This is an optimization exercise on Yosys and OpenROAD, whose aim is small area and a short achievable clock period, not a production implementation. Where RTL was checked, it was by simulation tests only, not by an equivalence proof against the original.

==> inputs of zinc <==
==> flow/design.v <==
module noc_router (
    input  logic        clk,
    input  logic        rst,
    input  logic [2:0]  CONST_localx,
    input  logic [2:0]  CONST_localy,
    input  logic [31:0] data_n_in,
    input  logic [31:0] data_s_in,
    input  logic [31:0] data_w_in,
    input  logic [31:0] data_e_in,
    input  logic [31:0] data_p_in,
    input  logic [4:0]  data_void_in,
    input  logic [4:0]  stop_in,
    output logic [31:0] data_n_out,
    output logic [31:0] data_s_out,
    output logic [31:0] data_w_out,
    output logic [31:0] data_e_out,
    output logic [31:0] data_p_out,
    output logic [4:0]  data_void_out,
    output logic [4:0]  stop_out
);
    function automatic logic [4:0] xy_route(input logic [31:0] flit,
                                            input logic [2:0] lx,
                                            input logic [2:0] ly);
        logic [2:0] dx;
        logic [2:0] dy;
        dx = flit[23:21];
        dy = flit[20:18];
        xy_route[3] = (dx > lx);
        xy_route[2] = (dx < lx);
        xy_route[0] = (dx == lx) && (dy < ly);
        xy_route[1] = (dx == lx) && (dy > ly);
        xy_route[4] = (dx == lx) && (dy == ly);
    endfunction
    logic [31:0] din [5];
    logic [31:0] f_r [5];         
    logic [31:0] b_r [5][4];      
    logic [3:0]  rd_r [5];        
    logic [3:0]  wr_r [5];        
    logic [4:0]  th_r [5];        
    logic [4:0]  stop_r;
    logic [4:0]  act_r;           
    logic [4:0]  tgt_r [5];       
    logic [31:0] od_r [5];
    logic [4:0]  ov_r;
    logic [4:0]  mask_r [5];      
    logic [4:0]  ne_s, disc_s, push_s, pop_s, ldf_s, act_n_s;
    logic [4:0]  ld_s, has_s, hgnt_s, busy_s;
    logic [4:0]  hreq_s [5];      
    logic [4:0]  gnt_s [5];       
    logic [31:0] cand_s [5];
    logic [31:0] od_n_s [5];
    logic [31:0] f_n_s [5];
    assign din[0] = data_n_in;
    assign din[1] = data_s_in;
    assign din[2] = data_w_in;
    assign din[3] = data_e_in;
    assign din[4] = data_p_in;
    always_comb begin
        for (int i = 0; i < 5; i++) begin
            ne_s[i]   = th_r[i][0];
            disc_s[i] = ne_s[i] && !act_r[i] && !f_r[i][31];
            push_s[i] = !data_void_in[i] && !stop_r[i];
        end
        for (int o = 0; o < 5; o++) begin
            ld_s[o]   = !ov_r[o] || !stop_in[o];
            busy_s[o] = 1'b0;
            for (int i = 0; i < 5; i++) begin
                busy_s[o]    = busy_s[o] | (act_r[i] & tgt_r[i][o]);
                hreq_s[o][i] = ne_s[i] && !act_r[i] && f_r[i][31] && tgt_r[i][o];
            end
        end
        for (int o = 0; o < 5; o++) begin
            for (int i = 0; i < 5; i++) begin
                logic kill;
                kill = 1'b0;
                for (int j = 0; j < 5; j++) begin
                    if (j < i) begin
                        kill = kill | (hreq_s[o][j] & (mask_r[o][j] | !mask_r[o][i]));
                    end else if (j > i) begin
                        kill = kill | (hreq_s[o][j] & mask_r[o][j] & !mask_r[o][i]);
                    end
                end
                gnt_s[o][i] = (ne_s[i] && act_r[i] && tgt_r[i][o]) ||
                              (!busy_s[o] && hreq_s[o][i] && !kill);
            end
            has_s[o]  = (gnt_s[o] != 5'b00000);
            hgnt_s[o] = !busy_s[o] && (hreq_s[o] != 5'b00000);
            od_n_s[o] = od_r[o] & {32{!ld_s[o]}};
            for (int i = 0; i < 5; i++) begin
                od_n_s[o] = od_n_s[o] | (f_r[i] & {32{gnt_s[o][i] & ld_s[o]}});
            end
        end
        for (int i = 0; i < 5; i++) begin
            logic sent;
            sent = 1'b0;
            for (int o = 0; o < 5; o++) begin
                sent = sent | (gnt_s[o][i] & ld_s[o]);
            end
            pop_s[i]  = disc_s[i] | sent;
            ldf_s[i]  = pop_s[i] || !th_r[i][0];
            cand_s[i] = din[i] & {32{!th_r[i][1]}};
            for (int k = 0; k < 4; k++) begin
                cand_s[i] = cand_s[i] | (b_r[i][k] & {32{th_r[i][1] & rd_r[i][k]}});
            end
            f_n_s[i] = ldf_s[i] ? cand_s[i] : f_r[i];
            if (pop_s[i]) begin
                act_n_s[i] = act_r[i] ? !f_r[i][30] : (f_r[i][31] && !f_r[i][30]);
            end else begin
                act_n_s[i] = act_r[i];
            end
        end
    end
    always_ff @(posedge clk or negedge rst) begin
        if (!rst) begin
            for (int i = 0; i < 5; i++) begin
                th_r[i] <= 5'b00000;
                rd_r[i] <= 4'b0001;
                wr_r[i] <= 4'b0001;
            end
            stop_r <= 5'b11111;
            act_r  <= 5'b00000;
        end else begin
            for (int i = 0; i < 5; i++) begin
                if (push_s[i] && !pop_s[i]) begin
                    th_r[i] <= {th_r[i][3:0], 1'b1};
                end else if (pop_s[i] && !push_s[i]) begin
                    th_r[i] <= {1'b0, th_r[i][4:1]};
                end
                stop_r[i] <= !pop_s[i] && (th_r[i][4] || (th_r[i][3] && push_s[i]));
                if (pop_s[i] && th_r[i][1]) begin
                    rd_r[i] <= {rd_r[i][2:0], rd_r[i][3]};
                end
                if (push_s[i] && (th_r[i][1] || (th_r[i][0] && !pop_s[i]))) begin
                    wr_r[i] <= {wr_r[i][2:0], wr_r[i][3]};
                end
                act_r[i] <= act_n_s[i];
            end
        end
    end
    always_ff @(posedge clk) begin
        for (int i = 0; i < 5; i++) begin
            f_r[i] <= f_n_s[i];
            if (ldf_s[i] && !act_n_s[i]) begin
                tgt_r[i] <= xy_route(cand_s[i], CONST_localx, CONST_localy);
            end
            for (int k = 0; k < 4; k++) begin
                if (push_s[i] && th_r[i][0] && wr_r[i][k]) begin
                    b_r[i][k] <= din[i];
                end
            end
        end
    end
    always_ff @(posedge clk or negedge rst) begin
        if (!rst) begin
            ov_r <= 5'b00000;
            for (int o = 0; o < 5; o++) begin
                mask_r[o] <= 5'b11111;
            end
        end else begin
            for (int o = 0; o < 5; o++) begin
                if (ld_s[o]) begin
                    ov_r[o] <= has_s[o];
                    if (hgnt_s[o]) begin
                        for (int k = 0; k < 5; k++) begin
                            logic after;
                            after = 1'b0;
                            for (int i = 0; i < k; i++) begin
                                after = after | gnt_s[o][i];
                            end
                            mask_r[o][k] <= after | gnt_s[o][4];
                        end
                    end
                end
            end
        end
    end
    always_ff @(posedge clk) begin
        for (int o = 0; o < 5; o++) begin
            od_r[o] <= od_n_s[o];
        end
    end
    assign data_n_out    = od_r[0];
    assign data_s_out    = od_r[1];
    assign data_w_out    = od_r[2];
    assign data_e_out    = od_r[3];
    assign data_p_out    = od_r[4];
    assign data_void_out = ~ov_r;
    assign stop_out      = stop_r;
endmodule
==> flow/run.sh <==
#!/bin/bash
# synth_recipe.tcl (not shown) runs the flow's synth.tcl, then flattens the netlist and writes it again
# the make line also repeats each setting of config.mk as NAME=value (left out here)
make -C /OpenROAD-flow-scripts/flow DESIGN_CONFIG=/design/flow/config.mk WORK_HOME=/design/flow/orfs CLKGATE_MAP_FILE= SYNTH_SCRIPT=/design/flow/synth_recipe.tcl finish
==> flow/config.mk <==
export PLATFORM = sky130hd
export DESIGN_NAME = noc_router
export DESIGN_NICKNAME = noc_router
export VERILOG_FILES = /design/flow/design.v
export SDC_FILE = /design/flow/constraint.sdc
export NUM_CORES = 8
export LEC_CHECK = 0
export CAP_MARGIN = 20
export CORE_MARGIN = 2
export CORE_UTILIZATION = 32
export PLACE_DENSITY = 0.35
export SETUP_SLACK_MARGIN = 5
export SLEW_MARGIN = 20
==> flow/constraint.sdc <==
create_clock -name core_clock -period 10.0 [get_ports {clk}]
set_input_delay 2.0000 -clock core_clock [delete_from_list [all_inputs] [get_ports {clk}]]
set_output_delay 2.0000 -clock core_clock [all_outputs]
set_load 0.01 [all_outputs]
==> sierra: changes against zinc <==
--- a/flow/design.v
+++ b/flow/design.v
@@ -36,6 +36,7 @@
     logic [31:0] b_r [5][4];      
-    logic [3:0]  rd_r [5];        
-    logic [3:0]  wr_r [5];        
-    logic [4:0]  th_r [5];        
-    logic [4:0]  stop_r;
+    logic [1:0]  rd_r [5];        
+    logic [1:0]  wr_r [5];        
+    logic [3:0]  th_r [5];        
+    logic [4:0]  full_s;          
+    logic [4:0]  go_r;            
     logic [4:0]  act_r;           
@@ -44,3 +45,3 @@
     logic [4:0]  ov_r;
-    logic [4:0]  mask_r [5];      
+    logic [3:0]  low_r [5];       
     logic [4:0]  ne_s, disc_s, push_s, pop_s, ldf_s, act_n_s;
@@ -48,2 +49,3 @@
     logic [4:0]  hreq_s [5];      
+    logic [4:0]  lowx_s [5];      
     logic [4:0]  gnt_s [5];       
@@ -61,3 +63,4 @@
             disc_s[i] = ne_s[i] && !act_r[i] && !f_r[i][31];
-            push_s[i] = !data_void_in[i] && !stop_r[i];
+            push_s[i] = !data_void_in[i] && go_r[i];
+            full_s[i] = !go_r[i] && th_r[i][3];
         end
@@ -72,2 +75,3 @@
         for (int o = 0; o < 5; o++) begin
+            lowx_s[o] = {1'b0, low_r[o]};
             for (int i = 0; i < 5; i++) begin
@@ -77,5 +81,5 @@
                     if (j < i) begin
-                        kill = kill | (hreq_s[o][j] & (mask_r[o][j] | !mask_r[o][i]));
+                        kill = kill | (hreq_s[o][j] & (!lowx_s[o][j] | lowx_s[o][i]));
                     end else if (j > i) begin
-                        kill = kill | (hreq_s[o][j] & mask_r[o][j] & !mask_r[o][i]);
+                        kill = kill | (hreq_s[o][j] & !lowx_s[o][j] & lowx_s[o][i]);
                     end
@@ -102,3 +106,3 @@
             for (int k = 0; k < 4; k++) begin
-                cand_s[i] = cand_s[i] | (b_r[i][k] & {32{th_r[i][1] & rd_r[i][k]}});
+                cand_s[i] = cand_s[i] | (b_r[i][k] & {32{th_r[i][1] && rd_r[i] == 2'(k)}});
             end
@@ -115,7 +119,7 @@
             for (int i = 0; i < 5; i++) begin
-                th_r[i] <= 5'b00000;
-                rd_r[i] <= 4'b0001;
-                wr_r[i] <= 4'b0001;
+                th_r[i] <= 4'b0000;
+                rd_r[i] <= 2'd0;
+                wr_r[i] <= 2'd0;
             end
-            stop_r <= 5'b11111;
+            go_r   <= 5'b00000;
             act_r  <= 5'b00000;
@@ -124,12 +128,12 @@
                 if (push_s[i] && !pop_s[i]) begin
-                    th_r[i] <= {th_r[i][3:0], 1'b1};
+                    th_r[i] <= {th_r[i][2:0], 1'b1};
                 end else if (pop_s[i] && !push_s[i]) begin
-                    th_r[i] <= {1'b0, th_r[i][4:1]};
+                    th_r[i] <= {full_s[i], th_r[i][3:1]};
                 end
-                stop_r[i] <= !pop_s[i] && (th_r[i][4] || (th_r[i][3] && push_s[i]));
-                if (pop_s[i] && th_r[i][1]) begin
-                    rd_r[i] <= {rd_r[i][2:0], rd_r[i][3]};
+                go_r[i]   <= pop_s[i] || !(full_s[i] || (th_r[i][3] && push_s[i]));
+                if (pop_s[i] && (th_r[i][1] || push_s[i])) begin
+                    rd_r[i] <= rd_r[i] + 2'd1;
                 end
-                if (push_s[i] && (th_r[i][1] || (th_r[i][0] && !pop_s[i]))) begin
-                    wr_r[i] <= {wr_r[i][2:0], wr_r[i][3]};
+                if (push_s[i] && th_r[i][0]) begin
+                    wr_r[i] <= wr_r[i] + 2'd1;
                 end
@@ -146,3 +150,3 @@
             for (int k = 0; k < 4; k++) begin
-                if (push_s[i] && th_r[i][0] && wr_r[i][k]) begin
+                if (go_r[i] && th_r[i][0] && wr_r[i] == 2'(k)) begin
                     b_r[i][k] <= din[i];
@@ -156,3 +160,3 @@
             for (int o = 0; o < 5; o++) begin
-                mask_r[o] <= 5'b11111;
+                low_r[o] <= 4'b0000;
             end
@@ -163,3 +167,3 @@
                     if (hgnt_s[o]) begin
-                        for (int k = 0; k < 5; k++) begin
+                        for (int k = 0; k < 4; k++) begin
                             logic after;
@@ -169,3 +173,3 @@
                             end
-                            mask_r[o][k] <= after | gnt_s[o][4];
+                            low_r[o][k] <= !(after | gnt_s[o][4]);
                         end
@@ -187,3 +191,3 @@
     assign data_void_out = ~ov_r;
-    assign stop_out      = stop_r;
+    assign stop_out      = ~go_r;
 endmodule
==> flow/flow/run.sh (new file) <==
#!/bin/bash
set -euo pipefail
bash standard.sh SETUP_SLACK_MARGIN=6.72 \
  "BUFFER_PORTS_ARGS=-buffer_cell sky130_fd_sc_hd__buf_1" \
  "CTS_ARGS=-sink_clustering_enable -repair_clock_nets -sink_clustering_size 25 -sink_clustering_max_diameter 70 -dont_use_dummy_load" \
  finish > standard_flow.log 2>&1
==> flow/standard.sh (new file) <==
#!/bin/bash
# synth_recipe.tcl (not shown) runs the flow's synth.tcl, then flattens the netlist and writes it again
# the make line also repeats each setting of config.mk as NAME=value (left out here)
make -C /OpenROAD-flow-scripts/flow DESIGN_CONFIG=/design/flow/config.mk WORK_HOME=/design/flow/orfs CLKGATE_MAP_FILE= SYNTH_SCRIPT=/design/flow/synth_recipe.tcl "${@:-finish}"
--- a/flow/config.mk
+++ b/flow/config.mk
@@ -9,4 +9,4 @@
 export CORE_MARGIN = 2
-export CORE_UTILIZATION = 32
-export PLACE_DENSITY = 0.35
+export CORE_UTILIZATION = 50
+export PLACE_DENSITY = 0.55
 export SETUP_SLACK_MARGIN = 5
removed: flow/run.sh
==> impl_metrics.tcl <==
set metrics [dict create \
    core_um2 137200 \
    clock_area_frac 0.07812 \
    worstPathCellList "clkdlybuf4s50_1, and2_2, buf_6, o221ai_4, buf_4, nor4_4, or4b_4, a21oi_4, mux2_2" \
    met1_length_um 80000 \
    most-common-layout-cells "825 x edfxtp_1, 440 x nand2_1, 421 x a22oi_1" \
    worst-path-max-fanout 39 \
    inv_count 46 \
    grt.total_usage 0.2557 \
    seq-cell-share 0.5649 \
    dp_hpwl_um 123600 \
    met3_length_um 15250 \
    pre_cts_slack_ns 3.681 \
    status "complete, no violations" \
]
(the above is from zinc)
==> impl_metrics.tcl <==
set metrics [dict create \
    inv_count 76 \
    numClockSinks 1060 \
    status "complete, no violations" \
    seq-cell-share 0.6013 \
    dieArea_um2 90050 \
    worstPathCellList "buf_8, and2_4, buf_12, nor4_2, a22o_1, a2111o_2, clkinv_4, ha_4, mux2i_1, o21ai_1" \
    most-common-layout-cells "825 x edfxtp_1, 390 x a22oi_1, 351 x nand2_1" \
    worstSetupStartpoint "stop_in[1]" \
    met3_length_um 22590 \
    met1_length_um 62930 \
    grt.total_usage 0.3652 \
    die_width_um 300.1 \
    clock_area_frac 0.02913 \
    dp_hpwl_um 108000 \
    worst-path-max-fanout 9 \
    pre_cts_slack_ns 5.105 \
]
(the above is from sierra)
Only the layout flow was run in zinc; the RTL was not checked for function there.

-- separate check: timing with driven ports --
The flow's constraints put no driver on any port. The routed layouts listed below were extracted and timed again, unchanged, in two steps. Step 1 assumes that a clkbuf_16 drives the clock port and a buf_2 every other input. Step 2 adds t to the input delays and takes it off the output delays; t is the mean of the earliest and latest rising clock arrival at the registers after step 1. Input paths then give back, and output paths get back, about the clock's delay inside the block. Slacks: no drivers / after step 1 / after step 2; pairs: no drivers / after step 1.
run	shift t [ns]	setup WS [ns]	worst hold slack (ns)	worst setup path at the end	pins driven straight from the clock port
zinc	0.821	5.082 / 5.124 / 4.303	0.476 / 0.476 / 0.476	input to register	1
sierra	0.723	6.542 / 6.561 / 5.838	0.467 / 0.467 / 0.467	input to register	1
After both steps every run listed still meets setup and hold. For zinc, which loses most, drivers alone change the setup slack by +0.042 ns; drivers and shift together by -0.779 ns.
